From an optimization exercise on the open Yosys and OpenROAD flow, aimed at small area, a short achievable clock period and few clock cycles per item; shortcuts taken in it are not production practice. At most, simulation tests tie the RTL to the original design; equivalence was not proved. No functional check of the RTL was part of run 1. Power is estimated from default activity; no workload was simulated.

==> flow/design.v, too long to show whole: its modules and the start of the top module <==
// module conv3x3_fa: 10 lines
// module conv3x3_ha: 9 lines
// module conv3x3_pp3n: 6 lines
// module conv3x3_pp3p: 6 lines
// module conv3x3_pp2n: 6 lines
// module conv3x3_stream: 2438 lines
module conv3x3_stream
#(
  parameter int DATA_W     = 8,
  parameter int COEF_W     = 8,
  parameter int NORM_SHIFT = 4
) (
  input  logic                  i_clk,
  input  logic                  i_rst,
  input  logic [9*DATA_W-1:0]   i_pixel_data,
  input  logic                  i_pixel_data_valid,
  input  logic                  i_pixel_data_last,
  output logic                  o_pixel_data_ready,
  output logic [DATA_W-1:0]     o_convolved_data,
  output logic                  o_convolved_data_valid,
  output logic                  o_convolved_data_last,
  output logic                  o_convolved_sat,
  input  logic                  i_out_ready,
  input  logic                  i_coef_we,
  input  logic [3:0]            i_coef_addr,
  input  logic [COEF_W-1:0]     i_coef_data,
  input  logic                  i_coef_commit,
  output logic                  o_cfg_pending
);
  // ...
==> flow/run.sh <==
#!/bin/bash
# synth_recipe.tcl (not shown) runs the flow's synth.tcl, then flattens the netlist and writes it again
# the make line also repeats each setting of config.mk as NAME=value (left out here)
make -C /OpenROAD-flow-scripts/flow DESIGN_CONFIG=/design/flow/config.mk WORK_HOME=/design/flow/orfs CLKGATE_MAP_FILE= SYNTH_SCRIPT=/design/flow/synth_recipe.tcl finish
==> flow/config.mk <==
export PLATFORM = sky130hd
export DESIGN_NAME = conv3x3_stream
export DESIGN_NICKNAME = conv3x3_stream
export VERILOG_FILES = /design/flow/design.v
export SDC_FILE = /design/flow/constraint.sdc
export NUM_CORES = 4
export LEC_CHECK = 0
export CAP_MARGIN = 20
export CORE_MARGIN = 2
export CORE_UTILIZATION = 55
export CTS_CLUSTER_DIAMETER = 80
export CTS_CLUSTER_SIZE = 22
export SETUP_SLACK_MARGIN = 2.55
export SLEW_MARGIN = 20
export SYNTH_HIERARCHICAL = 1
==> flow/constraint.sdc <==
create_clock -name core_clock -period 5.0 [get_ports {i_clk}]
set_input_delay 1.0000 -clock core_clock [delete_from_list [all_inputs] [get_ports {i_clk}]]
set_output_delay 1.0000 -clock core_clock [all_outputs]
set_load 0.01 [all_outputs]
==> run summary, run 1 <==
Final period util 50.4%; top cell category multi-input combinational cells; share of cells above drive strength 1 35.2%; status finished clean; Signal inverters 65; first-pass GRT wire length 117000 µm; multi-input combinational cell count 1474; post-route minimum period 2.52 ns; Reg area 0.0113 mm²; largest family of logic cells by synthesized area adder cells; Clock buffer cells 43; max layer used met5; CP bufs+invs 0; wirelength, routed 77400 µm; synth unique cells 45; Skew-Pair Late Insertion Delay 0.62 ns; syn nets 2870; Final Max Slew Viols 0; Finished Cell Area 0.0331 mm²; Largest delay share family, worst path adder cells; worst vdd ir 476 µV; max-cap viol count 0; Post-synth EDFFs 132; port bufs 103; Pleak 11.8 nW; Flop pwr share 31.2%; P_sw 8.41 mW; Comb pwr share 55.8%; CP endpoint st2_q[20]$_DFF_P_; met3 Track Usage GR 5.83%
==> run 2: changes to the inputs <==
--- a/flow/design.v
+++ b/flow/design.v
@@ -2444,36 +2444,48 @@
   logic [9:0]         head;
   logic               take, out_free, push, pop;
   logic [PW:0]        fcnt_d;
   assign acc      = i_pixel_data_valid & rdy_q;
   assign take     = out_v_q & i_out_ready;
   assign out_free = ~out_v_q | i_out_ready;
   assign pop      = out_free & fne_q;
   assign push     = res_v & ~(out_free & ~fne_q);
-  assign cnt_d    = cnt_q + {{(CW-1){1'b0}}, acc} - {{(CW-1){1'b0}}, take};
-  assign fcnt_d   = fcnt_q + {{PW{1'b0}}, push} - {{PW{1'b0}}, pop};
+  logic [CW-1:0] cnt_inc, cnt_dec;
+  logic          rdy_inc, rdy_dec, rdy_same;
+  logic [PW:0]   fcnt_inc, fcnt_dec;
+  logic          fne_dec;
+  assign cnt_inc  = cnt_q + 1'b1;
+  assign cnt_dec  = cnt_q - 1'b1;
+  assign rdy_inc  = (cnt_q < CW'(CAP - 1));
+  assign rdy_dec  = (cnt_q <= CW'(CAP));
+  assign rdy_same = (cnt_q < CW'(CAP));
+  assign cnt_d    = (acc == take) ? cnt_q : (acc ? cnt_inc : cnt_dec);
+  assign fcnt_inc = fcnt_q + 1'b1;
+  assign fcnt_dec = fcnt_q - 1'b1;
+  assign fne_dec  = (fcnt_q > 1);
+  assign fcnt_d   = (push == pop) ? fcnt_q : (push ? fcnt_inc : fcnt_dec);
   always_comb begin
     head = '0;
     for (int i = 0; i < NQ; i++) head = head | (mem_q[i] & {10{rp_q[i]}});
   end
   always_ff @(posedge i_clk) begin
     if (i_rst) begin
       cnt_q   <= '0;
       rdy_q   <= 1'b1;
       out_v_q <= 1'b0;
       wp_q    <= NQ'(1);
       rp_q    <= NQ'(1);
       fcnt_q  <= '0;
       fne_q   <= 1'b0;
     end else begin
       cnt_q  <= cnt_d;
-      rdy_q  <= (cnt_d < CW'(CAP));
+      rdy_q  <= (acc == take) ? rdy_same : (acc ? rdy_inc : rdy_dec);
       fcnt_q <= fcnt_d;
-      fne_q  <= (fcnt_d != '0);
+      fne_q  <= (push == pop) ? fne_q : (push | fne_dec);
       if (push) wp_q <= {wp_q[NQ-2:0], wp_q[NQ-1]};
       if (pop)  rp_q <= {rp_q[NQ-2:0], rp_q[NQ-1]};
       if (out_free) out_v_q <= res_v | fne_q;
     end
   end
   always_ff @(posedge i_clk) begin
     for (int i = 0; i < NQ; i++) begin
       if (push && wp_q[i]) mem_q[i] <= res_d;
--- a/flow/config.mk
+++ b/flow/config.mk
@@ -5,11 +5,11 @@
 export SDC_FILE = /design/flow/constraint.sdc
 export NUM_CORES = 4
 export LEC_CHECK = 0
 export CAP_MARGIN = 20
 export CORE_MARGIN = 2
 export CORE_UTILIZATION = 55
 export CTS_CLUSTER_DIAMETER = 80
 export CTS_CLUSTER_SIZE = 22
-export SETUP_SLACK_MARGIN = 2.55
+export SETUP_SLACK_MARGIN = 2.5
 export SLEW_MARGIN = 20
 export SYNTH_HIERARCHICAL = 1
==> run 2 against run 1 <==
Largest power group unchanged; sequential cell count unchanged; synthesized cell count up 0.14%; combinational power decreased by 29%; critical path type unchanged; critical endpoint is now st2_q[12]$_DFF_P_; register-to-register slack got worse by 0.03 ns; sequential share of layout area rose by 1.0 points; clock skew increased by 0.0040 ns; clock power decreased by 4%; design area is 3.1% lower.
==> run summary, run 2 <==
Clock Path Buffers 3; Async SR Flop Fraction 0%; wirelength, routed 76400 µm (-1.2%); status finished clean; max reg flops 175; Post-synth EDFFs 132 (unchanged); Area Growth Syn to Fin 15.0%; Inserted Clock Buffers 29; clock sink total 495; Largest Register st1_q; Fin Setup TNS 0 ns; most frequent cells in the layout 443 x nand2_1, 351 x dfxtp_1, 284 x fa_1, 264 x fa_2, 132 x edfxtp_1; first-pass GRT wire length 114000 µm (-2.7%); Worst Hold Class flip-flop to flip-flop; largest net degree at the start of global routing 73; drt pass-1 iters 7; Mapped Area 0.0279 mm²; final setup violation count 0; Worst setup SP type flip-flop; Rel. slew slack 46.4%; Synth top area share 39.4%; RSZ-0062 raised after global routing yes; post-route minimum period 2.55 ns (+0.0278 ns); Final ANT Viol Nets 0; Pleak 11.4 nW (-3.6%); Final Core Density 64.0%; commonest non-fill, non-tap cell in the layout nand2_1; gpl congestion 0.930; Hold Violations, Final 0; HPWL after detailed placement 63200 µm; synth cell count leaders 548 x fa_1, 529 x nand2_1, 363 x dfxtp_1; most frequent cell after synthesis fa_1; register area share after synthesis 40.3%; CP max FO 1; IO Pins 104; initial antenna violation count 9; Synth area leaders fa_1 39%, dfxtp_1 26%, edfxtp_1 14%, nand2_1 7.1%, mux2i_1 2.2%; syn avg cell area 12.7 µm²; max-cap viol count 0 (unchanged); Cell Pwr Density 528 mW/mm²; share of cells above drive strength 1 26.7% (-8.5 points); Total Nets Final 2912; core footprint 0.0501 mm²; root buf cell clkbuf_16; Die Span Y 229 µm; critical path endpoint category flip-flop; worst-margin pin slew 0.804 ns; yosys warns 7; syn nets 2869 (-0.035%); cts-stage hold buffer count 0; drt wl/cell 26.0 µm; fillers 3908; Yosys reg bits 495; Final Max Slew Viols 0 (unchanged); DR vias/cell 5.50; CTS tree done; H-tree Lvls 1; Post-route DRC 0; CP arrival 3.09 ns; Setup Crit Path Kind flip-flop to flip-flop; port bufs 103 (unchanged); worst vdd ir 425 µV (-11%); via count 16200; top_reg_cell synth dfxtp_1; area leader, netlist fa_1; Mapped Cells 2201; Skew-Pair Late Insertion Delay 0.62 ns (about the same); Die Span X 229 µm; die area 0.0525 mm²; Max Clock Freq 0.393 GHz; total track usage 30.0%; Largest regs st1_q (175), coef_q (72), shadow_q (72); Final Skew 0.0219 ns; Detailed Route Iter0 Violations 1233; Core Rows 82; GRT Residual Overflow 0; Initial Util 55.6%; vias in the first global route 17900; synth unique cells 41 (-8.9%); Critical Path RT 5.55 ns; clk slew on worst S/H paths 0.09 ns; Final period util 50.9% (+0.56 points)
-- run 2: report_power, final --
group	internal, mW	total, mW	switching, mW
logic	3.78	8.26	4.48
registers	5.46	6.06	0.607
clock network	1.17	2.58	1.40
-- run 2: kinds of logic after synthesis --
group	share of synthesized area, %
AOI/OAI and AO/OA	2.14
xor gates and xnor gates	0.440
adders and majority gates	40.7
buffers and inverters	3.02
DFF	40.3
muxes	2.31
and+or+nand+nor	11.1
-- run 2: what timing repair did --
action | in CTS | in global routing
pin swaps | 5 | 21
endpoints found under the setup margin | 240 | 123
buffers inserted | 32 | 38
gates resized for setup | 306 | 105
-- run 2: area by class of cell --
cell class	count	area (µm²)	area share, %
sequential	495	11200	35.1
timing repair buffer	179	1880	5.88
clock inverter	9	126	0.394
antenna	3	7.51	0.0234
inverter	55	214	0.668
tap	672	841	2.62
clock buffer	41	778	2.43
multi-input combinational	1484	16900	52.9
-- run 2: modules after synthesis, one instance, submodules excluded --
module,area [µm²],flops+latches
conv3x3_ha,12.5,0
conv3x3_stream,16900,495
conv3x3_fa,20.0,0
-- run 2: stage by stage --
stage               power [mW]  instances  area, µm²  hold WS, ns  setup slack (ns)
floorplan                 11.1       2201      29900        0.310              2.15
global placement          13.9       2814      30200        0.310              1.24
finish                    16.9       2938      32000        0.333              2.45
CTS                       16.8       2896      31600        0.333              2.48
detailed placement        14.2       2814      30200        0.312              1.21
global route              18.3       2935      32000        0.344              2.41
-- run 2: worst paths after layout --
path | from | to | slack, ns | cells after the start
worst max-delay path | st1_q[59]$_DFF_P_ | st2_q[12]$_DFF_P_ | 2.45 | 4
worst min-delay path | st1_q[107]$_DFF_P_ | st2_q[21]$_DFF_P_ | 0.33 | 0
worst max register to register | st1_q[59]$_DFF_P_ | st2_q[12]$_DFF_P_ | 2.45 | 4
worst min register to register | st1_q[107]$_DFF_P_ | st2_q[21]$_DFF_P_ | 0.33 | 0
-- run 2: per-layer routing --
layer,track usage (%),up-vias,part of all wire (%)
li1,-,6935,-
met1,39.6,8522,41
met2,49.2,547,48
met3,9.04,139,8.1
met4,6.90,10,2.6
met5,0,-,0.097
-- run 2: critical path: stages (launching register included) --
cell	delay, ns
dfxtp_1	0.42
fa_1	0.48
fa_1	0.50
fa_1	0.51
fa_2	0.57
Testbench counts of run 2, summed over its fixed seeds: cycles 4,136, items 4,096.
==> run 3: changes to the inputs <==
--- a/flow/config.mk
+++ b/flow/config.mk
@@ -7,5 +7,6 @@
 export LEC_CHECK = 0
+export ABC_AREA = 1
 export CAP_MARGIN = 20
 export CORE_MARGIN = 2
-export CORE_UTILIZATION = 55
+export CORE_UTILIZATION = 65
 export CTS_CLUSTER_DIAMETER = 80
==> run 3 against run 2 <==
Non-clock buffer count down 16; die area down 14%; global-route usage up 5.4 points; final cell count up 5.4%; via count up 9.5%; combinational power down 3.1%; register-to-register slack better by 0.02 ns; sequential power up 0.7%; setup slack better by 0.021 ns; routed wire length up 0.17%; critical path type unchanged.
==> run summary, run 3 <==
hold path cells 0 (unchanged); Worst Hold Class flip-flop to flip-flop; critical path endpoint category flip-flop; Detailed Route Iter0 Violations 1696 (+38%); Clock Path Buffers 3 (unchanged); Final Skew 0.0202 ns (-0.00174 ns); via count 17700 (+9.5%); status finished clean; CP max FO 1 (unchanged); Synth area leaders fa_1 39%, dfxtp_1 26%, edfxtp_1 14%, nand2_1 9.1%, inv_1 2.3%; Post-route DRC 0 (unchanged); Skew-Pair Late Insertion Delay 0.61 ns (about the same); Finished Cell Area 0.0323 mm² (+0.70%); WL met3 7750 µm (+26%); max layer used met5; syn avg cell area 11.5 µm² (-9.4%); Worst setup SP type flip-flop; Post-synth EDFFs 132 (unchanged); largest net degree at the start of global routing 86 (+18%); cts-stage hold buffer count 0 (unchanged); FF-to-FF Start st1_q[128]$_DFF_P_; core footprint 0.0430 mm² (-14%); post-route minimum period 2.53 ns (-0.0207 ns); drt pass-1 iters 7 (unchanged); hold path endpoint st3_q[29]$_DFF_P_; Area Growth Syn to Fin 14.3%; initial antenna violation count 4 (-5); M1 WL 29100 µm (-7.7%); H-tree Lvls 1 (unchanged); worst vdd ir 392 µV (-7.7%); clock sink total 495 (unchanged); Yosys reg bits 495 (unchanged); Synth top area share 38.9% (-0.51 points); synth unique cells 41 (unchanged); Fin Setup TNS 0 ns (unchanged); RSZ-0062 raised after global routing yes; IO Pins 104 (unchanged); port bufs 103 (unchanged); HPWL after detailed placement 62800 µm (-0.68%); GRT Residual Overflow 0 (unchanged); CTS tree done; area leader, netlist fa_1; total track usage 35.3% (+5.4 points); pre-CTS setup slack 1.26 ns (+0.0536 ns); worst hold slack 0.331 ns (-0.00169 ns); syn nets 3130 (+9.1%); vias in the first global route 18800 (+4.8%); top_reg_cell synth dfxtp_1; share of cells above drive strength 1 24.0% (-2.7 points); worst-margin pin slew 0.966 ns (+0.162 ns); r2r worst-path depth 4 (unchanged); register area share after synthesis 39.8% (-0.53 points); Initial Util 65.7% (+10 points); fillers 2856 (-27%); Largest Register st1_q; R2R Path End st2_q[34]$_DFF_P_; most frequent cells in the layout 545 x nand2_1, 343 x dfxtp_1, 329 x fa_1, 219 x fa_2, 158 x inv_1; die area 0.0451 mm² (-14%); Setup Crit Path Kind flip-flop to flip-flop; commonest non-fill, non-tap cell in the layout nand2_1; synth cell count leaders 685 x nand2_1, 548 x fa_1, 363 x dfxtp_1; Hold Violations, Final 0 (unchanged); Reg area 0.0113 mm² (+0.16%); Multi-input gate area 0.0169 mm² (-0.52%); clk slew on worst S/H paths 0.09 ns (about the same); root buf cell clkbuf_16; gpl congestion 0.972 (+4.5%); dpl cells 2983 (+6.0%); Inserted Clock Buffers 30 (+3.4%); first-pass GRT wire length 114000 µm (about the same); Mapped Area 0.0282 mm² (+1.3%); DR vias/cell 5.71 (+3.9%); Final Max Slew Viols 0 (unchanged); HP Start st2_q[49]$_DFF_P_; max-cap viol count 0 (unchanged); Rel. slew slack 35.6% (-11 points); Die Span Y 212 µm (-7.3%); final setup violation count 0 (unchanged); Mapped Cells 2462 (+12%); Final ANT Viol Nets 0 (unchanged); Largest regs st1_q (175), coef_q (72), shadow_q (72); Async SR Flop Fraction 0% (unchanged); Final Core Density 75.1% (+11 points); yosys warns 7 (unchanged); max reg flops 175 (unchanged); Die Span X 212 µm (-7.3%); fin cells 3096 (+5.4%); DR WL met2 36800 µm (+0.26%); R2R setup slack 2.47 ns (+0.02 ns); Total Nets Final 3157 (+8.4%); wirelength, routed 76600 µm (+0.17%); Max Clock Freq 0.396 GHz (+0.82%); drt wl/cell 24.7 µm (-4.9%); Cell Area, Placed 0.0305 mm² (+0.99%); Core Rows 76 (-7.3%); most frequent cell after synthesis nand2_1; Setup WS post-layout 2.47 ns (+0.0207 ns); Final period util 50.5% (-0.41 points); Critical Path RT 5.48 ns (-0.07 ns); Cell Pwr Density 518 mW/mm² (-1.8%); Pleak 12.4 nW (+8.9%); total power 16.7 mW (-1.1%); CP arrival 3.01 ns (-0.08 ns)
==> run 3: area by class of cell <==
type,instances,area share (%)
antenna,1,0.00776
inverter,186,2.16
clock buffer,42,2.53
tap,585,2.27
clock inverter,11,0.380
multi-input combinational,1613,52.2
timing repair buffer,163,5.49
sequential,495,34.9
==> run 3: worst max-delay path, stage by stage, from the launching register on <==
cell and delay (ns):
dfxtp_1 0.34, fa_1 0.46, fa_1 0.52, fa_1 0.62, fa_1 0.44
==> run 3: Yosys stat by module, one instance, submodules excluded <==
module	cell area (µm²)	cells inside	copies in the design	flops+latches
conv3x3_fa	20.0	1	545	0
conv3x3_stream	17300	1913	1	495
conv3x3_ha	12.5	1	4	0
==> run 3: logic make-up after synthesis <==
family                   Yosys count  synth area share [%]
AO/OA/AOI/OAI                    142                  2.86
XOR/XNOR                           3                0.0931
adder cells (fa/ha/maj)          577                  40.2
buffers and inverters            355                  4.79
flip-flops                       495                  39.8
multiplexers                       1                0.0355
AND/OR/NAND/NOR                  889                  12.3
==> run 3: metal layers <==
metal  global-route usage (%)  vias to the layer above
met5                        0                        -
met4                     12.3                        2
met3                     9.04                      175
met2                     56.9                      816
met1                     47.3                     9166
li1                         -                     7525
==> run 3: worst max path at each step <==
stage	startpoint	end	slack (ns)	cells past startpoint
2_1_floorplan	i_pixel_data_valid	coef_q[0]$_DFFE_PP_	2.17	4
4_1_cts	i_rst	coef_q[5]$_DFFE_PP_	2.45	5
5_1_grt	st1_q[151]$_DFF_P_	st2_q[34]$_DFF_P_	2.46	4
3_3_place_gp	i_pixel_data[10]	st1_q[34]$_DFF_P_	1.28	5
3_5_place_dp	i_pixel_data[10]	st1_q[34]$_DFF_P_	1.26	5
6_report	st1_q[128]$_DFF_P_	st2_q[34]$_DFF_P_	2.47	4
==> run 3: power by group <==
| part | total [mW] | switching [mW] | leakage [nW] | internal (mW) |
|---|---|---|---|---|
| Combinational | 8.00 | 4.40 | 7.64 | 3.60 |
| Sequential | 6.10 | 0.649 | 4.32 | 5.45 |
| Clock | 2.62 | 1.43 | 0.447 | 1.19 |
| Total | 16.7 | 6.48 | 12.4 | 10.2 |
==> run 3: timing repair <==
action	CTS	global route
setup buffers	29	29
resized for setup	323	87
gates cloned	1	0
pin swaps	6	22
endpoints found under the setup margin	255	182
==> run 4: changes to the inputs <==
--- a/flow/config.mk
+++ b/flow/config.mk
@@ -7,3 +7,2 @@
 export LEC_CHECK = 0
-export ABC_AREA = 1
 export CAP_MARGIN = 20
@@ -13,3 +12,3 @@
 export CTS_CLUSTER_SIZE = 22
-export SETUP_SLACK_MARGIN = 2.5
+export SETUP_SLACK_MARGIN = 2.62
 export SLEW_MARGIN = 20
==> run 4 against run 3 <==
Still clean; combinational power rose by 6.1%; global-route usage rose by 0.12 points; register-to-register slack barely moved; area after synthesis fell by 1.3%; setup slack got worse by 0.0056 ns; sequential power fell by 0.8%; sequential share of layout area fell by 0.096 points; sequential cell count did not move; routed wire length fell by 1.9%; clock power fell by 6%; non-clock buffer count rose by 33; clock-buffer cell count rose by 1; largest cell class unchanged.
==> run summary, run 4 <==
R2R Path End st2_q[34]$_DFF_P_; Initial Util 66.1% (+0.44 points); drt pass-1 iters 5 (-2); port bufs 103 (unchanged); initial antenna violation count 5 (+1); clock share of power 14.4% (-1.3 points); Detailed Route Iter0 Violations 1462 (-14%); Flop pwr share 35.6% (-0.9 points); Worst path most repeated cell fa_2; Area Growth Syn to Fin 16.3%; worst vdd ir 345 µV (-12%); P_sw 6.50 mW (+0.31%); Core Rows 75 (-1.3%); Skew-Pair Late Insertion Delay 0.60 ns (about the same); cts-stage hold buffer count 0 (unchanged); Total Nets Final 2928 (-7.3%); synth unique cells 41 (unchanged); Worst Hold Class flip-flop to flip-flop; dpl cells 2681 (-10%); Final Max Slew Viols 0 (unchanged); Die Span Y 211 µm (-0.65%); Setup Crit Path Kind flip-flop to flip-flop; Final period util 50.6% (+0.11 points); Worst setup SP type flip-flop; HPWL after detailed placement 60800 µm (-3.2%); R2R setup slack 2.47 ns (about the same); max reg flops 175 (unchanged); Final ANT Viol Nets 0 (unchanged); Yosys reg bits 495 (unchanged); syn nets 2869 (-8.3%); RSZ-0062 raised after global routing yes; Inserted Clock Buffers 28 (-6.7%); Max Clock Freq 0.395 GHz (-0.22%); vias in the first global route 18600 (-0.78%); die area 0.0445 mm² (-1.3%); most frequent cells in the layout 430 x nand2_1, 336 x dfxtp_1, 311 x fa_2, 237 x fa_1, 132 x edfxtp_1; CP cell instances fa_1, fa_2, fa_2, fa_2; Largest delay share family, worst path adder cells; Synth area leaders fa_1 39%, dfxtp_1 26%, edfxtp_1 14%, nand2_1 7.1%, mux2i_1 2.2%; post-route minimum period 2.53 ns (+0.00558 ns); Hold Violations, Final 0 (unchanged); area leader, netlist fa_1; slowest stage cell, crit path fa_2; CP bufs+invs 0 (unchanged); final setup violation count 0 (unchanged); core footprint 0.0421 mm² (-2.0%); Final Skew 0.0163 ns (-0.00385 ns); max-cap viol count 0 (unchanged); CP endpoint st2_q[34]$_DFF_P_; FF-to-FF Start st1_q[151]$_DFF_P_; total power 17.0 mW (+1.7%); Clock Path Buffers 3 (unchanged); r2r worst-path depth 4 (unchanged); Pint 10.5 mW (+2.5%); critical path endpoint category flip-flop; fillers 2619 (-8.3%); share of cells above drive strength 1 30.7% (+6.7 points); Die Span X 211 µm (-0.65%); Largest regs st1_q (175), coef_q (72), shadow_q (72); synth cell count leaders 548 x fa_1, 529 x nand2_1, 363 x dfxtp_1; CTS tree done; via count 16800 (-5.0%); GRT Residual Overflow 0 (unchanged); gpl congestion 0.954 (-1.9%); Setup WS post-layout 2.47 ns (-0.00558 ns); crit path from st1_q[151]$_DFF_P_; Levels on crit path 4 (unchanged); top_reg_cell synth dfxtp_1; Sw Share 38.2% (-0.51 points); DR vias/cell 5.96 (+4.3%); Rel. slew slack 35.9% (+0.24 points); total track usage 35.4% (+0.12 points); register area share after synthesis 40.3% (+0.53 points); syn avg cell area 12.7 µm² (+10%); Mapped Area 0.0279 mm² (-1.3%); Cell Pwr Density 525 mW/mm² (+1.3%); worst-margin pin slew 0.935 ns (-0.0303 ns); pre-CTS setup slack 1.22 ns (-0.0408 ns); drt wl/cell 26.6 µm (+7.7%); Worst path max stage delay 0.63 ns (about the same); Synth top area share 39.4% (+0.51 points); CP arrival 3.07 ns (+0.06 ns); first-pass GRT wire length 113000 µm (-0.86%); most frequent cell after synthesis fa_1; clk slew on worst S/H paths 0.09 ns (about the same); commonest non-fill, non-tap cell in the layout nand2_1; clock sink total 495 (unchanged); wirelength, routed 75100 µm (-1.9%); Pleak 11.5 nW (-7.1%); IO Pins 104 (unchanged); Fin Setup TNS 0 ns (unchanged); Mapped Cells 2201 (-11%); CP max FO 1 (unchanged); Async SR Flop Fraction 0% (unchanged); fin cells 2820 (-8.9%); largest net degree at the start of global routing 53 (-38%); Largest Register st1_q; Comb pwr share 50.0% (+2.1 points); Post-synth EDFFs 132 (unchanged); Post-route DRC 0 (unchanged); root buf cell clkbuf_16; status finished clean; Critical Path RT 5.54 ns (+0.06 ns); H-tree Lvls 1 (unchanged); yosys warns 7 (unchanged)
-- run 4: changes by cell type after synthesis, sizes merged, moves of 10 or more --
cell and change:
a211o +10, a222oi +10, and2 +74, buf -12, clkbuf +10, inv -130
mux2i +61, nand2 -159, nand3 -17, nor2 -63, nor2b +11, o21ai -83
-- run 4: how the worst min path moves through the flow --
stage	end	depth (start not counted)	from	slack, ns
final	st4_q[0]$_DFF_P_	0	st3_q[4]$_DFF_P_	0.33
after global routing	st4_q[1]$_DFF_P_	0	st3_q[5]$_DFF_P_	0.35
after CTS	lq[2]$_DFF_P_	0	lq[1]$_DFF_P_	0.34
after detailed placement	st4_q[0]$_DFF_P_	0	st3_q[4]$_DFF_P_	0.31
after global placement	st4_q[2]$_DFF_P_	0	st3_q[6]$_DFF_P_	0.31
after floorplan	lq[1]$_DFF_P_	0	lq[0]$_DFF_P_	0.31
-- run 4: kinds of logic after synthesis --
group	after synthesis	share of synthesized area (%)
compound gates	86	2.14
xor+xnor	14	0.440
fa+ha+maj	577	40.7
buf+inv	222	3.02
flops	495	40.3
mux	64	2.31
simple gates	743	11.1
-- run 4: what timing repair did --
action	CTS	global route
setup endpoints to repair	268	92
resized for setup	486	118
buffers inserted	81	7
pin swaps	44	78
-- run 4: power by group through the flow --
stage | Sequential, mW | Combinational [mW] | Clock (mW)
floorplan | 5.91 | 5.19 | 0
global placement | 6.20 | 7.49 | 0
detailed placement | 6.23 | 7.86 | 0
CTS | 6.02 | 8.29 | 2.48
global route | 6.13 | 9.57 | 2.62
finish | 6.05 | 8.49 | 2.45
-- run 4: area by class of cell --
type	instances	area, µm²	area share, %
diodes	1	2.50	0.00773
inverters	55	206	0.637
clock inverters	7	81.3	0.251
flip-flops and latches	495	11300	34.8
multi-input cells	1484	17100	52.9
clock buffers	43	767	2.37
well taps	539	674	2.08
repair buffers	196	2230	6.90
-- run 4: metrics by stage --
step	hold WS, ns	util, %	instance area [µm²]
2_1_floorplan	0.310	-	29900
6_report	0.333	76.9	32400
5_1_grt	0.345	76.9	32400
4_1_cts	0.336	75.9	32000
3_5_place_dp	0.314	71.3	30000
3_3_place_gp	0.310	71.3	30000
-- run 4: metal layers --
metal / part of all wire (%) / routed length [µm] / vias up / global-route usage, %
met4: 3.5 / 2630 / 6 / 12.0
met5: 0.043 / 32 / - / 0
met1: 38 / 28200 / 8849 / 44.6
met3: 10 / 7850 / 188 / 12.0
met2: 48 / 36400 / 792 / 58.1
li1: - / - / 6969 / -
-- run 4: modules after synthesis, one instance, submodules excluded --
module / cell area, µm² / cells inside
conv3x3_stream: 16900 / 1652
conv3x3_fa: 20.0 / 1
conv3x3_ha: 12.5 / 1
==> run 5: changes to the inputs <==
--- a/flow/config.mk
+++ b/flow/config.mk
@@ -12,3 +12,4 @@
 export CTS_CLUSTER_SIZE = 22
-export SETUP_SLACK_MARGIN = 2.62
+export PLACE_DENSITY = 0.75
+export SETUP_SLACK_MARGIN = 2.5
 export SLEW_MARGIN = 20
==> run 5 against run 4 <==
Still clean on timing, DRC and antenna; critical path depth did not move; first-iteration DRC count fell by 7.7%; area after synthesis did not move; non-clock buffer count fell by 28; global-route usage fell by 0.85 points; via count fell by 2.4%; clock-buffer cell count did not move; die area did not move; critical path type unchanged; critical endpoint unchanged.
==> run summary, run 5 <==
Max Clock Freq 0.399 GHz (+0.98%); clk slew on worst S/H paths 0.09 ns (about the same); cts-stage hold buffer count 0 (unchanged); status finished clean; Inserted Clock Buffers 29 (+3.6%); Final Skew 0.0226 ns (+0.00631 ns); Setup Crit Path Kind flip-flop to flip-flop; vias in the first global route 18300 (-1.8%); syn avg cell area 12.7 µm² (unchanged); Detailed Route Iter0 Violations 1350 (-7.7%); CP bufs+invs 0 (unchanged); Final period util 50.2% (-0.49 points); total power 16.7 mW (-1.9%); Yosys reg bits 495 (unchanged); R2R setup slack 2.49 ns (+0.02 ns); clock share of power 15.6% (+1.2 points); top_reg_cell synth dfxtp_1; IO Pins 104 (unchanged); Worst setup SP type flip-flop; initial antenna violation count 4 (-1); P_sw 6.36 mW (-2.1%); RSZ-0062 raised after global routing yes; Finished Cell Area 0.0317 mm² (-2.2%); Cell Area, Placed 0.0301 mm² (about the same); R2R Path End st2_q[34]$_DFF_P_; Total Nets Final 2901 (-0.92%); Flop pwr share 36.4% (+0.8 points); fin cells 2795 (-0.89%); synth cell count leaders 548 x fa_1, 529 x nand2_1, 363 x dfxtp_1; CP cell instances fa_1, fa_1, fa_1, fa_1; Async SR Flop Fraction 0% (unchanged); drt pass-1 iters 7 (+2); root buf cell clkbuf_16; Fin Setup TNS 0 ns (unchanged); worst hold slack 0.332 ns (-0.000605 ns); Sw Share 38.2% (-0.084 points); die area 0.0445 mm² (unchanged); CP max FO 1 (unchanged); DR vias/cell 5.87 (-1.5%); Largest regs st1_q (175), coef_q (72), shadow_q (72); Core Rows 75 (unchanged); Worst Hold Class flip-flop to flip-flop; Comb pwr share 48.0% (-2.0 points); Synth area leaders fa_1 39%, dfxtp_1 26%, edfxtp_1 14%, nand2_1 7.1%, mux2i_1 2.2%; commonest non-fill, non-tap cell in the layout nand2_1; Pint 10.3 mW (-1.8%); Cell Pwr Density 526 mW/mm² (+0.33%); max reg flops 175 (unchanged); largest net degree at the start of global routing 61 (+15%); Hold Violations, Final 0 (unchanged); Final ANT Viol Nets 0 (unchanged); Mapped Cells 2201 (unchanged); Largest Register st1_q; Mapped Area 0.0279 mm² (unchanged); Synth top area share 39.4% (unchanged); critical path endpoint category flip-flop; hold path cells 0 (unchanged); H-tree Lvls 1 (unchanged); clock sink total 495 (unchanged); HPWL after detailed placement 60200 µm (-0.92%); synth unique cells 41 (unchanged); yosys warns 7 (unchanged); syn nets 2869 (unchanged); Worst path most repeated cell fa_1; area leader, netlist fa_1; wirelength, routed 73600 µm (-2.1%); Post-synth EDFFs 132 (unchanged); drt wl/cell 26.3 µm (-1.2%); Worst path max stage delay 0.59 ns (-0.04 ns); Final Max Slew Viols 0 (unchanged); Rel. slew slack 37.0% (+1.1 points); total track usage 34.6% (-0.85 points); worst vdd ir 305 µV (-11%); Post-route DRC 0 (unchanged); r2r worst-path depth 4 (unchanged); Die Span Y 211 µm (unchanged); Skew-Pair Late Insertion Delay 0.62 ns (+0.02 ns); Die Span X 211 µm (unchanged); slowest stage cell, crit path fa_1; HP Start st2_q[17]$_DFF_P_; Area Growth Syn to Fin 13.7%; max-cap viol count 0 (unchanged); gpl congestion 1.00 (+4.9%); fillers 2692 (+2.8%); via count 16400 (-2.4%); port bufs 103 (unchanged); most frequent cell after synthesis fa_1; hold path endpoint st3_q[10]$_DFF_P_; FF-to-FF Start st1_q[140]$_DFF_P_; dpl cells 2682 (+0.037%); share of cells above drive strength 1 26.3% (-4.4 points); Pleak 11.3 nW (-1.8%); register area share after synthesis 40.3% (unchanged); most frequent cells in the layout 442 x nand2_1, 351 x dfxtp_1, 287 x fa_1, 261 x fa_2, 132 x edfxtp_1; CTS tree done; Clock Path Buffers 3 (unchanged); Initial Util 66.1% (unchanged); core footprint 0.0421 mm² (unchanged); post-route minimum period 2.51 ns (-0.0245 ns); GRT Residual Overflow 0 (unchanged); Critical Path RT 5.49 ns (-0.05 ns); Largest delay share family, worst path adder cells; worst-margin pin slew 0.919 ns (-0.0165 ns); CP arrival 3.00 ns (-0.07 ns); first-pass GRT wire length 111000 µm (-1.8%); final setup violation count 0 (unchanged)
-- run 5: cell counts after synthesis --
No cell type changed its count.
-- run 5: worst max-delay path by stage --
stage,start,endpoint,slack (ns),cells after the start
final,st1_q[140]$_DFF_P_,st2_q[34]$_DFF_P_,2.49,4
after floorplan,i_pixel_data[70],st1_q[161]$_DFF_P_,2.15,5
after CTS,i_pixel_data[33],st1_q[49]$_DFF_P_,2.49,5
after detailed placement,i_pixel_data[55],st1_q[87]$_DFF_P_,1.32,5
after global routing,i_coef_addr[2],coef_q[20]$_DFFE_PP_,2.45,5
after global placement,i_pixel_data[11],st1_q[105]$_DFF_P_,1.34,5
-- run 5: per-layer routing --
metal,up-vias,part of all wire (%),GRT usage [%]
met5,-,0.046,0
met4,6,3.3,10.5
met3,184,9.6,10.2
met2,743,49,57.4
met1,8566,38,44.5
li1,6904,-,-
-- run 5: repair_timing --
| action | 4_1_cts | 5_1_grt |
|---|---|---|
| pin swaps | 12 | 17 |
| setup buffers | 23 | 36 |
| endpoints found under the setup margin | 191 | 148 |
| gates resized for setup | 298 | 82 |
-- run 5: cells by family after synthesis --
group	share of synthesized area [%]
AOI/OAI and AO/OA	2.14
xor gates and xnor gates	0.440
adders and majority gates	40.7
buffers and inverters	3.02
DFF	40.3
muxes	2.31
and+or+nand+nor	11.1
-- run 5: per-module statistics from Yosys (local to each module, per instance) --
module          times used  area [µm²]  flops+latches  cells inside
conv3x3_stream           1       16900            495          1652
conv3x3_fa             545        20.0              0             1
conv3x3_ha               4        12.5              0             1
-- run 5: metrics by stage --
step,setup WS [ns],util (%)
2_1_floorplan,2.15,-
3_3_place_gp,1.34,71.3
3_5_place_dp,1.32,71.3
4_1_cts,2.49,74.3
5_1_grt,2.45,75.2
6_report,2.49,75.2
-- run 5: final cells by class --
cell class	count	area [µm²]	share of cell area, %
Inverter	55	210	0.664
Sequential cell	495	11200	35.5
Antenna cell	1	2.50	0.00790
Tap cell	539	674	2.13
Multi-Input combinational cell	1484	16900	53.5
Clock inverter	10	116	0.367
Timing Repair Buffer	168	1650	5.22
Clock buffer	43	833	2.63
-- run 5: power by group through the flow --
stage / registers (mW) / logic, mW / clock network [mW]
6_report: 6.06 / 8.00 / 2.61
5_1_grt: 6.15 / 9.18 / 2.77
4_1_cts: 6.10 / 7.90 / 2.62
3_5_place_dp: 6.22 / 7.80 / 0
3_3_place_gp: 6.19 / 7.33 / 0
2_1_floorplan: 5.91 / 5.19 / 0
==> run 6: changes to the inputs <==
--- a/flow/config.mk
+++ b/flow/config.mk
@@ -12,3 +12,2 @@
 export CTS_CLUSTER_SIZE = 22
-export PLACE_DENSITY = 0.75
 export SETUP_SLACK_MARGIN = 2.5
==> run 6 against run 5 <==
Register-to-register slack got worse by 0.02 ns; via count rose by 0.73%; clock skew is 0.0080 ns lower; first-iteration DRC count rose by 3.6%; clock power down 6%; global-route usage is 0.34 points higher; die area unchanged; design area fell by 0.23%; non-clock buffer count did not move; highest routed layer unchanged.
==> run summary, run 6 <==
Post-synth EDFFs 132 (unchanged); Die Span Y 211 µm (unchanged); Fin Setup TNS 0 ns (unchanged); Max Clock Freq 0.395 GHz (-0.85%); DR vias/cell 5.91 (+0.70%); final setup violation count 0 (unchanged); vias in the first global route 18400 (+0.61%); r2r worst-path depth 4 (unchanged); Worst setup SP type flip-flop; Clock Path Buffers 3 (unchanged); register area share after synthesis 40.3% (unchanged); drt pass-1 iters 7 (unchanged); Worst path max stage delay 0.59 ns (about the same); CP arrival 3.00 ns (about the same); Pleak 11.3 nW (-0.35%); R2R setup slack 2.47 ns (-0.02 ns); Largest regs st1_q (175), coef_q (72), shadow_q (72); largest net degree at the start of global routing 53 (-13%); Final Skew 0.0146 ns (-0.00800 ns); Largest Register st1_q; fillers 2735 (+1.6%); IO Pins 104 (unchanged); share of cells above drive strength 1 25.9% (-0.32 points); Inserted Clock Buffers 28 (-3.4%); cts-stage hold buffer count 0 (unchanged); clk slew on worst S/H paths 0.09 ns (about the same); synth unique cells 41 (unchanged); Total Nets Final 2900 (-0.034%); first-pass GRT wire length 111000 µm (+0.49%); Detailed Route Iter0 Violations 1399 (+3.6%); RSZ-0062 raised after global routing yes; most frequent cell after synthesis fa_1; most frequent cells in the layout 443 x nand2_1, 348 x dfxtp_1, 288 x fa_1, 260 x fa_2, 132 x edfxtp_1; syn avg cell area 12.7 µm² (unchanged); Final ANT Viol Nets 0 (unchanged); yosys warns 7 (unchanged); Hold Violations, Final 0 (unchanged); crit path from st1_q[108]$_DFF_P_; Skew-Pair Late Insertion Delay 0.60 ns (-0.02 ns); root buf cell clkbuf_16; Yosys reg bits 495 (unchanged); port bufs 103 (unchanged); Area Growth Syn to Fin 13.4%; pre-CTS setup slack 1.22 ns (-0.0960 ns); top_reg_cell synth dfxtp_1; Die Span X 211 µm (unchanged); CTS tree done; critical path endpoint category flip-flop; Synth area leaders fa_1 39%, dfxtp_1 26%, edfxtp_1 14%, nand2_1 7.1%, mux2i_1 2.2%; Async SR Flop Fraction 0% (unchanged); commonest non-fill, non-tap cell in the layout nand2_1; GRT Residual Overflow 0 (unchanged); via count 16500 (+0.73%); Core Rows 75 (unchanged); Cell Pwr Density 526 mW/mm² (about the same); core footprint 0.0421 mm² (unchanged); Post-route DRC 0 (unchanged); gpl congestion 0.954 (-4.7%); Rel. slew slack 31.8% (-5.2 points); max-cap viol count 0 (unchanged); wirelength, routed 74600 µm (+1.4%); Setup Crit Path Kind flip-flop to flip-flop; HPWL after detailed placement 60800 µm (+0.93%); Synth top area share 39.4% (unchanged); Initial Util 66.1% (unchanged); H-tree Lvls 1 (unchanged); Mapped Cells 2201 (unchanged); Worst path most repeated cell fa_1; post-route minimum period 2.53 ns (+0.0216 ns); die area 0.0445 mm² (unchanged); CP cell instances fa_1, fa_1, fa_2, fa_1; Final Max Slew Viols 0 (unchanged); clock sink total 495 (unchanged); Worst Hold Class flip-flop to flip-flop; syn nets 2869 (unchanged); R2R Path End st2_q[29]$_DFF_P_; Mapped Area 0.0279 mm² (unchanged); status finished clean; CP endpoint st2_q[29]$_DFF_P_; total track usage 34.9% (+0.34 points); max reg flops 175 (unchanged); slowest stage cell, crit path fa_2; initial antenna violation count 12 (+8); CP max FO 1 (unchanged); area leader, netlist fa_1; FF-to-FF Start st1_q[108]$_DFF_P_; worst vdd ir 346 µV (+13%); drt wl/cell 26.7 µm (+1.4%); worst-margin pin slew 0.994 ns (+0.0751 ns); Final Core Density 75.0% (-0.17 points); Final period util 50.6% (+0.43 points); Setup WS post-layout 2.47 ns (-0.0216 ns); synth cell count leaders 548 x fa_1, 529 x nand2_1, 363 x dfxtp_1; hold path cells 0 (unchanged); Critical Path RT 5.47 ns (-0.02 ns); HP Start lq[0]$_DFF_P_
-- run 6: cell types whose count changed in the layout (fill, tap and decap cells not counted), moves of 5 or more --
cell,delta
buf_12,+5
clkdlybuf4s50_1,+5
clkbuf_1,+5
dlygate4sd2_1,-6
clkbuf_4,+5
clkdlybuf4s15_2,-12
-- run 6: stage by stage --
stage          hold slack (ns)  instances  area, µm²  total power, mW
2_1_floorplan            0.310       2201      29900             11.1
3_3_place_gp             0.310       2681      30000             13.7
3_5_place_dp             0.314       2681      30000             14.1
4_1_cts                  0.336       2748      31100             16.6
5_1_grt                  0.345       2792      31600             17.9
6_report                 0.336       2796      31600             16.6
-- run 6: worst min path at each step --
stage	slack [ns]	end
after floorplan	0.31	lq[1]$_DFF_P_
after global placement	0.31	st4_q[2]$_DFF_P_
after detailed placement	0.31	st4_q[0]$_DFF_P_
after CTS	0.34	lq[2]$_DFF_P_
after global routing	0.35	st4_q[1]$_DFF_P_
final	0.34	lq[1]$_DFF_P_
-- run 6: routing by layer --
metal | GRT usage (%) | wire, µm | vias up
met5 | 0 | 176 | -
met3 | 12.3 | 7730 | 188
met4 | 11.5 | 2400 | 16
met1 | 44.1 | 28300 | 8638
met2 | 56.9 | 36000 | 770
li1 | - | - | 6911
-- run 6: kinds of logic (layout without fill, tap and decap cells) --
| group | after synthesis | after routing | synth area share [%] |
|---|---|---|---|
| and+or+nand+nor | 743 | 743 | 11.1 |
| adders and majority gates | 577 | 577 | 40.7 |
| DFF | 495 | 495 | 40.3 |
| buffers and inverters | 222 | 273 | 3.02 |
| AOI/OAI and AO/OA | 86 | 86 | 2.14 |
| muxes | 64 | 64 | 2.31 |
| xor gates and xnor gates | 14 | 14 | 0.440 |
| other | 0 | 5 | 0 |
-- run 6: power by group --
part	switching (mW)	internal, mW	total [mW]
Combinational	4.43	3.68	8.11
Clock	1.36	1.09	2.45
Sequential	0.614	5.45	6.07
-- run 6: critical path: cells and delay by family (launching register included) --
family,cells,cell delay (ns)
DFF,1,0.46
adders and majority gates,4,1.95
-- run 6: layout make-up --
type	count	area, µm²	area share (%)
clock inverter	7	81.3	0.257
antenna	5	12.5	0.0396
multi-input combinational	1484	16900	53.6
tap	539	674	2.13
inverter	55	210	0.665
timing repair buffer	168	1670	5.29
sequential	495	11300	35.6
clock buffer	43	767	2.43
-- run 6: per-module statistics from Yosys, one instance, submodules excluded --
module / times used / cells / flip-flops and latches
conv3x3_fa: 545 / 1 / 0
conv3x3_ha: 4 / 1 / 0
conv3x3_stream: 1 / 1652 / 495
-- run 6: what timing repair did --
| item | 4_1_cts | 5_1_grt |
|---|---|---|
| endpoints found under the setup margin | 187 | 102 |
| setup buffers | 17 | 43 |
| gates cloned | 0 | 0 |
| resized for setup | 323 | 83 |
| pin swaps | 15 | 23 |
==> run 7: changes to the inputs <==
--- a/flow/config.mk
+++ b/flow/config.mk
@@ -9,5 +9,6 @@
 export CORE_MARGIN = 2
-export CORE_UTILIZATION = 65
+export CORE_UTILIZATION = 75
 export CTS_CLUSTER_DIAMETER = 80
 export CTS_CLUSTER_SIZE = 22
+export PLACE_DENSITY = 0.8
 export SETUP_SLACK_MARGIN = 2.5
==> run 7 against run 6 <==
Design area shrank 0.31%; final cell count shrank 2.8%; fmax shrank 3.2%; die area shrank 13%; sequential share of layout area grew 0.12 points; setup slack lost 0.083 ns; first-iteration DRC count grew 23%; power grew 5.1%; clock power grew 2%; sequential cell count is the same; critical endpoint is now st2_q[20]$_DFF_P_; largest power group unchanged; highest routed layer unchanged.
==> run summary, run 7 <==
drt wl/cell 31.0 µm (+16%); Post-synth EDFFs 132 (unchanged); WL met3 10800 µm (+39%); area leader, netlist fa_1; worst-margin pin slew 1.09 ns (+0.0922 ns); Comb pwr share 50.4% (+1.6 points); Largest regs st1_q (175), coef_q (72), shadow_q (72); Inserted Clock Buffers 28 (unchanged); worst hold slack 0.334 ns (-0.00291 ns); Initial Util 76.1% (+10 points); Yosys reg bits 495 (unchanged); Mapped Cells 2201 (unchanged); Pint 10.5 mW (+2.8%); largest net degree at the start of global routing 73 (+38%); Core Rows 70 (-6.7%); Cell Pwr Density 555 mW/mm² (+5.4%); IO Pins 104 (unchanged); final setup violation count 0 (unchanged); Critical Path RT 5.47 ns (about the same); CP max FO 1 (unchanged); max layer used met5; Worst path most repeated cell fa_1; Skew-Pair Late Insertion Delay 0.60 ns (about the same); Final period util 52.2% (+1.7 points); synth cell count leaders 548 x fa_1, 529 x nand2_1, 363 x dfxtp_1; clk slew on worst S/H paths 0.09 ns (about the same); Area Growth Syn to Fin 13.1%; Final Skew 0.0232 ns (+0.00858 ns); Max Clock Freq 0.383 GHz (-3.2%); Fin Setup TNS 0 ns (unchanged); critical path endpoint category flip-flop; worst vdd ir 404 µV (+17%); status finished clean; Largest Register st1_q; max-cap viol count 0 (unchanged); gpl congestion 1.00 (+4.9%); Post-route DRC 0 (unchanged); core footprint 0.0366 mm² (-13%); commonest non-fill, non-tap cell in the layout nand2_1; cts-stage hold buffer count 0 (unchanged); GRT Residual Overflow 0 (unchanged); Worst setup SP type flip-flop; Synth area leaders fa_1 39%, dfxtp_1 26%, edfxtp_1 14%, nand2_1 7.1%, mux2i_1 2.2%; DR WL met2 40900 µm (+14%); Sw Share 39.8% (+1.3 points); die area 0.0387 mm² (-13%); synth unique cells 41 (unchanged); Pleak 11.2 nW (-0.23%); M1 WL 27300 µm (-3.3%); clock sink total 495 (unchanged); Clock Path Buffers 3 (unchanged); CP cell instances fa_2, fa_1, fa_1, fa_1; Rel. slew slack 25.5% (-6.3 points); Final Max Slew Viols 0 (unchanged); Worst path max stage delay 0.61 ns (+0.02 ns); syn nets 2869 (unchanged); via count 17900 (+8.3%); most frequent cell after synthesis fa_1; H-tree Lvls 1 (unchanged); CTS tree done; P_sw 6.96 mW (+8.7%); initial antenna violation count 6 (-6); total power 17.5 mW (+5.1%); Detailed Route Iter0 Violations 1723 (+23%); Mapped Area 0.0279 mm² (unchanged); Hold Violations, Final 0 (unchanged); port bufs 103 (unchanged); Synth top area share 39.4% (unchanged); Total Nets Final 2895 (-0.17%); clock share of power 14.4% (-0.3 points); RSZ-0062 raised after global routing yes; total track usage 43.2% (+8.2 points); wirelength, routed 84300 µm (+13%); Flop pwr share 35.3% (-1.2 points); HPWL after detailed placement 61400 µm (+1.1%); CP bufs+invs 0 (unchanged); root buf cell clkbuf_16; Async SR Flop Fraction 0% (unchanged); DR vias/cell 6.58 (+11%); Largest delay share family, worst path adder cells; CP arrival 3.08 ns (+0.08 ns); share of cells above drive strength 1 26.4% (+0.47 points); syn avg cell area 12.7 µm² (unchanged); register area share after synthesis 40.3% (unchanged); yosys warns 7 (unchanged); first-pass GRT wire length 118000 µm (+6.4%); drt pass-1 iters 8 (+1); Worst Hold Class flip-flop to flip-flop; slowest stage cell, crit path fa_1; Final ANT Viol Nets 0 (unchanged); Die Span Y 197 µm (-6.8%); max reg flops 175 (unchanged); fillers 1641 (-40%); vias in the first global route 19400 (+5.3%); most frequent cells in the layout 441 x nand2_1, 343 x dfxtp_1, 287 x fa_1, 261 x fa_2, 132 x edfxtp_1; top_reg_cell synth dfxtp_1; Setup Crit Path Kind flip-flop to flip-flop; Die Span X 197 µm (-6.8%); post-route minimum period 2.61 ns (+0.0831 ns)
run 7: cell counts after synthesis:
Identical to the previous run, type by type.
run 7: what timing repair did:
action / in CTS / in global routing
setup endpoints to repair: 253 / 79
pin swaps: 16 / 13
gates resized for setup: 348 / 76
buffers inserted: 21 / 35
run 7: cells by family (layout without fill, tap and decap cells):
| family | Yosys count | in the layout | share of synthesized area, % |
|---|---|---|---|
| buffers and inverters | 222 | 267 | 3.02 |
| other | 0 | 5 | 0 |
| adder cells (fa/ha/maj) | 577 | 577 | 40.7 |
| multiplexers | 64 | 64 | 2.31 |
| flip-flops | 495 | 495 | 40.3 |
| AND/OR/NAND/NOR | 743 | 743 | 11.1 |
| XOR/XNOR | 14 | 14 | 0.440 |
| AO/OA/AOI/OAI | 86 | 86 | 2.14 |
run 7: path summary, 6_finish.rpt:
path / from / end / slack [ns] / cells after the start
min reg2reg: st3_q[5]$_DFF_P_ / st4_q[1]$_DFF_P_ / 0.33 / 0
min: st3_q[5]$_DFF_P_ / st4_q[1]$_DFF_P_ / 0.33 / 0
max: st1_q[78]$_DFF_P_ / st2_q[20]$_DFF_P_ / 2.39 / 4
max reg2reg: st1_q[78]$_DFF_P_ / st2_q[20]$_DFF_P_ / 2.39 / 4
run 7: area by class of cell:
cell class / instances / area [µm²] / share of cell area [%]
antenna: 5 / 12.5 / 0.0397
multi-input combinational: 1484 / 17000 / 53.8
inverter: 55 / 210 / 0.667
sequential: 495 / 11300 / 35.7
timing repair buffer: 163 / 1630 / 5.18
tap: 468 / 586 / 1.86
clock buffer: 40 / 747 / 2.37
clock inverter: 9 / 105 / 0.334
run 7: worst reg2reg max path, delay by kind of cell (launching register included):
family	cells	cell delay (ns)
flops	1	0.43
fa+ha+maj	4	2.07
run 7: power by group through the flow:
stage	Sequential, mW	Clock [mW]	Combinational (mW)
after global placement	6.19	0	7.13
after detailed placement	6.24	0	7.82
after global routing	6.22	2.65	9.55
final	6.17	2.51	8.80
after floorplan	5.91	0	5.19
after CTS	6.16	2.47	8.12
run 7: Yosys stat by module, one instance, submodules excluded:
module,cells inside,area (µm²)
conv3x3_ha,1,12.5
conv3x3_fa,1,20.0
conv3x3_stream,1652,16900
run 7: metal layers:
metal / GRT usage (%) / up-vias
met5: 0 / -
met1: 53.0 / 9140
li1: - / 6908
met2: 71.7 / 1432
met3: 13.8 / 415
met4: 18.0 / 2
run 7: metrics by stage:
stage	cells	utilization (%)	setup WS [ns]	area, µm²
CTS	2679	84.7	2.48	31000
finish	2719	86.0	2.39	31500
global placement	2609	81.8	1.33	29900
floorplan	2201	-	2.15	29900
detailed placement	2609	81.8	1.31	29900
global route	2714	86.0	2.38	31500
==> run 8: changes to the inputs <==
--- a/flow/config.mk
+++ b/flow/config.mk
@@ -9,7 +9,6 @@
 export CORE_MARGIN = 2
-export CORE_UTILIZATION = 75
-export CTS_CLUSTER_DIAMETER = 80
-export CTS_CLUSTER_SIZE = 22
-export PLACE_DENSITY = 0.8
-export SETUP_SLACK_MARGIN = 2.5
+export CORE_UTILIZATION = 65
+export CTS_CLUSTER_DIAMETER = 90
+export CTS_CLUSTER_SIZE = 26
+export SETUP_SLACK_MARGIN = 2.4
 export SLEW_MARGIN = 20
==> run 8 against run 7 <==
Register-to-register slack hardly changed; design area fell by 1.3%; via count down 9.0%; sequential power fell by 0.6%; clock skew is 0.0016 ns lower; setup slack lost 0.013 ns; clock power decreased by 4%; power is 5.2% lower; die area up 15%; non-clock buffer count down 39; first-iteration DRC count rose by 2.6%; critical endpoint is now st1_q[116]$_DFF_P_.
==> run summary, run 8 <==
die area 0.0445 mm² (+15%); Final Max Slew Viols 0 (unchanged); initial antenna violation count 5 (-1); Mapped Area 0.0279 mm² (unchanged); Total Nets Final 2853 (-1.5%); register area share after synthesis 40.3% (unchanged); post-route minimum period 2.63 ns (+0.0127 ns); IO Pins 104 (unchanged); max reg flops 175 (unchanged); dpl cells 2681 (+2.8%); total track usage 34.6% (-8.6 points); Post-route DRC 0 (unchanged); Largest regs st1_q (175), coef_q (72), shadow_q (72); top_reg_cell synth dfxtp_1; Async SR Flop Fraction 0% (unchanged); CP arrival 3.09 ns (about the same); status finished clean; Worst Hold Class flip-flop to flip-flop; drt wl/cell 26.8 µm (-14%); most frequent cell after synthesis fa_1; syn avg cell area 12.7 µm² (unchanged); via count 16300 (-9.0%); Pleak 10.9 nW (-2.7%); worst vdd ir 458 µV (+13%); Clock Path Buffers 3 (unchanged); Area Growth Syn to Fin 11.6%; DR vias/cell 5.93 (-9.8%); R2R Path End st1_q[116]$_DFF_P_; CTS tree done; Largest Register st1_q; clk slew on worst S/H paths 0.10 ns (about the same); crit path from i_pixel_data[28]; drt pass-1 iters 5 (-3); Fin Setup TNS 0 ns (unchanged); GRT Residual Overflow 0 (unchanged); core footprint 0.0421 mm² (+15%); area leader, netlist fa_1; Synth top area share 39.4% (unchanged); Synth area leaders fa_1 39%, dfxtp_1 26%, edfxtp_1 14%, nand2_1 7.1%, mux2i_1 2.2%; worst-margin pin slew 0.883 ns (-0.203 ns); vias in the first global route 18100 (-6.5%); CP max FO 8 (+7); r2r worst-path depth 4 (unchanged); pre-CTS setup slack 1.28 ns (-0.0370 ns); RSZ-0062 raised after global routing yes; slowest stage cell, crit path fa_2; most frequent cells in the layout 438 x nand2_1, 362 x dfxtp_1, 313 x fa_1, 235 x fa_2, 132 x edfxtp_1; Worst setup SP type primary input; Detailed Route Iter0 Violations 1768 (+2.6%); Mapped Cells 2201 (unchanged); CP cell instances clkdlybuf4s15_2, nand2_1, fa_2, fa_2, fa_1; Core Rows 75 (+7.1%); first-pass GRT wire length 111000 µm (-6.4%); Worst path max stage delay 0.62 ns (about the same); Die Span Y 211 µm (+7.3%); CP endpoint st1_q[116]$_DFF_P_; yosys warns 7 (unchanged); port bufs 103 (unchanged); clock sink total 495 (unchanged); Critical Path RT 5.46 ns (about the same); Post-synth EDFFs 132 (unchanged); root buf cell clkbuf_16; commonest non-fill, non-tap cell in the layout nand2_1; Max Clock Freq 0.381 GHz (-0.48%); Final ANT Viol Nets 0 (unchanged); Worst path most repeated cell fa_2; synth unique cells 41 (unchanged); Initial Util 66.1% (-10 points); Inserted Clock Buffers 25 (-11%); max-cap viol count 0 (unchanged); FF-to-FF Start coef_q[29]$_DFFE_PP_; Yosys reg bits 495 (unchanged); final setup violation count 0 (unchanged); Cell Pwr Density 532 mW/mm² (-4.0%); R2R setup slack 2.40 ns (about the same); Skew-Pair Late Insertion Delay 0.60 ns (about the same); critical path endpoint category flip-flop; HPWL after detailed placement 60800 µm (-0.96%); Die Span X 211 µm (+7.3%); H-tree Lvls 1 (unchanged); Hold Violations, Final 0 (unchanged); Setup Crit Path Kind primary input to flip-flop; cts-stage hold buffer count 0 (unchanged); share of cells above drive strength 1 22.9% (-3.5 points); gpl congestion 0.962 (-3.9%); Rel. slew slack 39.4% (+14 points); wirelength, routed 73400 µm (-13%); syn nets 2869 (unchanged); synth cell count leaders 548 x fa_1, 529 x nand2_1, 363 x dfxtp_1; fin cells 2743 (+0.88%); Final period util 52.5% (+0.25 points); fillers 2754 (+68%); total power 16.6 mW (-5.2%); largest net degree at the start of global routing 73 (unchanged); Final Skew 0.0216 ns (-0.00160 ns); Setup WS post-layout 2.37 ns (-0.0127 ns); Final Core Density 73.8% (-12 points)
-- run 8: cell types whose count changed in the layout (fill, tap and decap cells not counted), sizes merged --
cell / delta
buf: -94
bufinv: -1
clkbuf: +3
clkdlybuf4s15: +49
clkdlybuf4s18: +1
clkdlybuf4s50: +6
clkinv: -3
clkinvlp: +1
diode: -4
dlygate4sd2: -5
dlymetal6s2s: -1
inv: +1
-- run 8: cell type report --
type                    instances  area, µm²  share of cell area (%)
well taps                     539        674                    2.17
clock inverters                 7        109                   0.350
repair buffers                124       1270                    4.09
inverters                      55        210                   0.676
clock buffers                  38        717                    2.31
multi-input cells            1484      16900                    54.3
flip-flops and latches        495      11200                    36.1
diodes                          1       2.50                 0.00805
-- run 8: power by group --
part           internal, mW  leakage [nW]  switching [mW]
clock network          1.05         0.394            1.37
logic                  3.65          6.23            4.36
registers              5.45          4.31           0.680
-- run 8: metrics by stage --
stage	cell area [µm²]	hold slack (ns)
2_1_floorplan	29900	0.310
3_3_place_gp	30100	0.310
3_5_place_dp	30100	0.312
4_1_cts	31000	0.336
5_1_grt	31100	0.345
6_report	31100	0.337
-- run 8: worst max-delay path, delay by kind of cell --
| kind | cells | cell delay (ns) |
|---|---|---|
| adders and majority gates | 3 | 1.59 |
| buffers and inverters | 1 | 0.35 |
| and+or+nand+nor | 1 | 0.14 |
-- run 8: how the worst min path moves through the flow --
stage	end	startpoint	cells after the start	slack, ns
floorplan	lq[1]$_DFF_P_	lq[0]$_DFF_P_	0	0.31
finish	st4_q[0]$_DFF_P_	st3_q[4]$_DFF_P_	0	0.34
detailed placement	lq[1]$_DFF_P_	lq[0]$_DFF_P_	0	0.31
global route	st3_q[29]$_DFF_P_	st2_q[49]$_DFF_P_	0	0.34
CTS	lq[1]$_DFF_P_	lq[0]$_DFF_P_	0	0.34
global placement	lq[1]$_DFF_P_	lq[0]$_DFF_P_	0	0.31
-- run 8: layer usage --
layer / global-route usage, % / wire, µm / vias to the layer above
met5: 0 / 30 / -
met4: 10.1 / 2420 / 4
met3: 8.43 / 6850 / 172
met2: 57.6 / 36000 / 800
met1: 45.7 / 28100 / 8498
li1: - / - / 6804
-- run 8: timing repair --
action | in CTS | in global routing
endpoints found under the hold margin | 0 | 0
endpoints found under the setup margin | 176 | 88
buffers inserted | 2 | 14
gates resized for setup | 205 | 35
-- run 8: logic make-up after synthesis --
kind of cell,after synthesis,share of synthesized area (%)
AO/OA/AOI/OAI,86,2.14
XOR/XNOR,14,0.440
adder cells (fa/ha/maj),577,40.7
buffers and inverters,222,3.02
flip-flops,495,40.3
multiplexers,64,2.31
AND/OR/NAND/NOR,743,11.1
-- run 8: per-module statistics from Yosys (local to each module, per instance) --
module / area (µm²) / times used / cells inside
conv3x3_stream: 16900 / 1 / 1652
conv3x3_fa: 20.0 / 545 / 1
conv3x3_ha: 12.5 / 4 / 1
==> run 9: changes to the inputs <==
--- a/flow/config.mk
+++ b/flow/config.mk
@@ -12,3 +12,3 @@
 export CTS_CLUSTER_SIZE = 26
-export SETUP_SLACK_MARGIN = 2.4
+export SETUP_SLACK_MARGIN = 2.5
 export SLEW_MARGIN = 20
==> run 9 against run 8 <==
Sequential power shrank 1%; clock-buffer cell count shrank 3; first-iteration DRC count shrank 19%; critical endpoint is now st2_q[29]$_DFF_P_; critical path depth shrank 1; clock power shrank 3%; core utilization grew 1.1 points; via count grew 1.3%; synthesized cell count is the same; die area is the same; highest routed layer unchanged; design area grew 1.5%; largest power group unchanged; combinational power grew 2%.
==> run summary, run 9 <==
slowest stage cell, crit path fa_2; Worst path max stage delay 0.58 ns (-0.04 ns); vias in the first global route 18400 (+1.7%); via count 16500 (+1.3%); CTS tree done; fillers 2755 (+0.036%); port bufs 103 (unchanged); first-pass GRT wire length 111000 µm (+0.19%); Largest regs st1_q (175), coef_q (72), shadow_q (72); Cell Pwr Density 525 mW/mm² (-1.4%); Skew-Pair Late Insertion Delay 0.60 ns (about the same); RSZ-0062 raised after global routing yes; Total Nets Final 2902 (+1.7%); max reg flops 175 (unchanged); synth unique cells 41 (unchanged); largest family of logic cells by synthesized area adder cells; Setup WS post-layout 2.47 ns (+0.0962 ns); Area Growth Syn to Fin 13.3%; Critical Path RT 5.46 ns (about the same); Max Clock Freq 0.395 GHz (+3.8%); Synth area leaders fa_1 39%, dfxtp_1 26%, edfxtp_1 14%, nand2_1 7.1%, mux2i_1 2.2%; most frequent cell after synthesis fa_1; hold path cells 0 (unchanged); DR vias/cell 5.90 (-0.58%); crit path from st1_q[108]$_DFF_P_; max-cap viol count 0 (unchanged); syn nets 2869 (unchanged); dpl cells 2681 (unchanged); Worst path most repeated cell fa_1; Async SR Flop Fraction 0% (unchanged); synth cell count leaders 548 x fa_1, 529 x nand2_1, 363 x dfxtp_1; die area 0.0445 mm² (unchanged); HPWL after detailed placement 60800 µm (about the same); Largest Register st1_q; post-route minimum period 2.53 ns (-0.0962 ns); xor/xnor cell area share of the yosys netlist 0.440% (unchanged); total power 16.6 mW (about the same); clk slew on worst S/H paths 0.10 ns (about the same); H-tree Lvls 1 (unchanged); GRT Residual Overflow 0 (unchanged); Die Span X 211 µm (unchanged); Final period util 50.6% (-1.9 points); CP cell instances fa_1, fa_1, fa_2, fa_1; register area share after synthesis 40.3% (unchanged); Mapped Area 0.0279 mm² (unchanged); root buf cell clkbuf_16; area leader, netlist fa_1; FF-to-FF Start st1_q[108]$_DFF_P_; Worst setup SP type flip-flop; top_reg_cell synth dfxtp_1; core footprint 0.0421 mm² (unchanged); syn avg cell area 12.7 µm² (unchanged); yosys warns 7 (unchanged); most frequent cells in the layout 440 x nand2_1, 345 x dfxtp_1, 286 x fa_1, 262 x fa_2, 132 x edfxtp_1; clock sink total 495 (unchanged); critical path endpoint category flip-flop; Rel. slew slack 32.6% (-6.8 points); multiplexer area fraction after synthesis 2.31% (unchanged); Synth Area in Compound Gates 2.14% (unchanged); Fin Setup TNS 0 ns (unchanged); Worst Hold Class flip-flop to flip-flop; Pleak 11.3 nW (+2.9%); pre-CTS setup slack 1.22 ns (-0.0533 ns); Simple-Gate Fraction of Synth Area 11.1% (unchanged); Setup Crit Path Kind flip-flop to flip-flop; R2R Path End st2_q[29]$_DFF_P_; worst-margin pin slew 0.983 ns (+0.0999 ns); Mapped Cells 2201 (unchanged); final setup violation count 0 (unchanged); CP max FO 1 (-7); status finished clean; Cell Area, Placed 0.0300 mm² (about the same); CP arrival 2.99 ns (-0.10 ns); fin cells 2795 (+1.9%); Detailed Route Iter0 Violations 1437 (-19%); adder-cell share of the synthesized area 40.7% (unchanged); largest net degree at the start of global routing 53 (-27%); drt wl/cell 26.6 µm (-0.46%); Core Rows 75 (unchanged); wirelength, routed 74400 µm (+1.4%); gpl congestion 0.954 (-0.83%); initial antenna violation count 12 (+7); Die Span Y 211 µm (unchanged); Hold Violations, Final 0 (unchanged); IO Pins 104 (unchanged); Post-synth EDFFs 132 (unchanged); Synth top area share 39.4% (unchanged); Inserted Clock Buffers 25 (unchanged); Final ANT Viol Nets 0 (unchanged); worst vdd ir 351 µV (-23%); Final Max Slew Viols 0 (unchanged); CP endpoint st2_q[29]$_DFF_P_; R2R setup slack 2.47 ns (+0.07 ns); Final Core Density 74.9% (+1.1 points); total track usage 34.8% (+0.23 points); commonest non-fill, non-tap cell in the layout nand2_1; Finished Cell Area 0.0316 mm² (+1.5%); Post-route DRC 0 (unchanged); worst hold slack 0.333 ns (-0.00367 ns); r2r worst-path depth 4 (unchanged); Final Skew 0.0245 ns (+0.00289 ns); Clock Path Buffers 3 (unchanged); Initial Util 66.1% (unchanged); share of cells above drive strength 1 26.5% (+3.6 points); drt pass-1 iters 5 (unchanged); Yosys reg bits 495 (unchanged)
[run 9: cell types whose count changed in the layout (fill, tap and decap cells not counted), moves of 24 or more]
cell,change
buf_12,+27
buf_2,+54
buf_4,+24
clkdlybuf4s15_2,-48
fa_1,-27
fa_2,+27
[run 9: worst min-delay path by stage]
stage,start,endpoint,slack [ns]
after floorplan,lq[0]$_DFF_P_,lq[1]$_DFF_P_,0.31
final,st3_q[4]$_DFF_P_,st4_q[0]$_DFF_P_,0.33
after global routing,st3_q[5]$_DFF_P_,st4_q[1]$_DFF_P_,0.35
after CTS,lq[1]$_DFF_P_,lq[2]$_DFF_P_,0.34
after detailed placement,st3_q[4]$_DFF_P_,st4_q[0]$_DFF_P_,0.31
after global placement,st3_q[6]$_DFF_P_,st4_q[2]$_DFF_P_,0.31
[run 9: logic make-up after synthesis]
family | Yosys count
XOR/XNOR | 14
flip-flops | 495
adder cells (fa/ha/maj) | 577
AND/OR/NAND/NOR | 743
buffers and inverters | 222
AO/OA/AOI/OAI | 86
multiplexers | 64
[run 9: Yosys stat by module, one instance, submodules excluded]
| module | flops+latches | cell area, µm² | times used |
|---|---|---|---|
| conv3x3_fa | 0 | 20.0 | 545 |
| conv3x3_stream | 495 | 16900 | 1 |
| conv3x3_ha | 0 | 12.5 | 4 |
[run 9: layout make-up]
| cell class | instances | area [µm²] | area share (%) |
|---|---|---|---|
| clock buffer | 35 | 663 | 2.10 |
| multi-input combinational | 1484 | 16900 | 53.7 |
| tap | 539 | 674 | 2.14 |
| timing repair buffer | 173 | 1700 | 5.37 |
| sequential | 495 | 11300 | 35.7 |
| antenna | 5 | 12.5 | 0.0397 |
| clock inverter | 9 | 98.8 | 0.313 |
| inverter | 55 | 210 | 0.666 |
[run 9: report_power, final]
group / total, mW / internal, mW / switching (mW) / leakage [nW]
Combinational: 8.16 / 3.72 / 4.44 / 6.57
Clock: 2.34 / 0.977 / 1.36 / 0.371
Sequential: 6.06 / 5.46 / 0.606 / 4.31
Total: 16.6 / 10.2 / 6.40 / 11.3
[run 9: layer usage]
metal	wire length (µm)	global-route usage [%]
met1	28100	44.2
met2	36000	56.6
met3	7610	11.7
met4	2600	12.0
met5	90	0
[run 9: worst max-delay path: cells and delay by family (launching register included)]
kind | cells | cell delay [ns]
adders and majority gates | 4 | 1.93
DFF | 1 | 0.47
[run 9: what timing repair did]
action / in CTS / in global routing
gates resized for setup: 342 / 76
hold buffers: 0 / 0
pin swaps: 17 / 22
setup endpoints to repair: 188 / 121
setup buffers: 21 / 44

afterwards: timing with drivers on the ports:
In the flow no input, the clock included, has a driving cell. The finished layouts below were timed again as built, in two steps.
Step 1 assumes that a clkbuf_16 drives the clock port and a buf_2 every other input.
Step 2 adds t to the input delays and takes it off the output delays; t is the mean of the earliest and latest rising clock arrival at the registers after step 1. Input paths then give back, and output paths get back, about the clock's delay inside the block.
Three values: ideal ports, drivers, drivers and shift; two values: the first two.
| run | t, ns | setup slack, ns | worst data-port slew with drivers (ns) |
|---|---|---|---|
| run 1 | 0.673 | 2.480 / 2.480 / 1.838 | 0.09 |
| run 2 | 0.664 | 2.453 / 2.453 / 1.860 | 0.10 |
| run 3 | 0.663 | 2.473 / 2.465 / 1.801 | 0.10 |
| run 4 | 0.657 | 2.468 / 2.468 / 1.892 | 0.11 |
| run 5 | 0.665 | 2.492 / 2.492 / 1.852 | 0.10 |
| run 6 | 0.659 | 2.471 / 2.471 / 1.843 | 0.10 |
| run 7 | 0.645 | 2.388 / 2.388 / 1.830 | 0.12 |
| run 8 | 0.651 | 2.375 / 2.399 / 1.762 | 0.11 |
| run 9 | 0.639 | 2.471 / 2.471 / 1.868 | 0.10 |
After both steps every run listed still meets setup and hold. For run 3, which loses most, drivers alone change the setup slack by -0.008 ns; drivers and shift together by -0.672 ns.
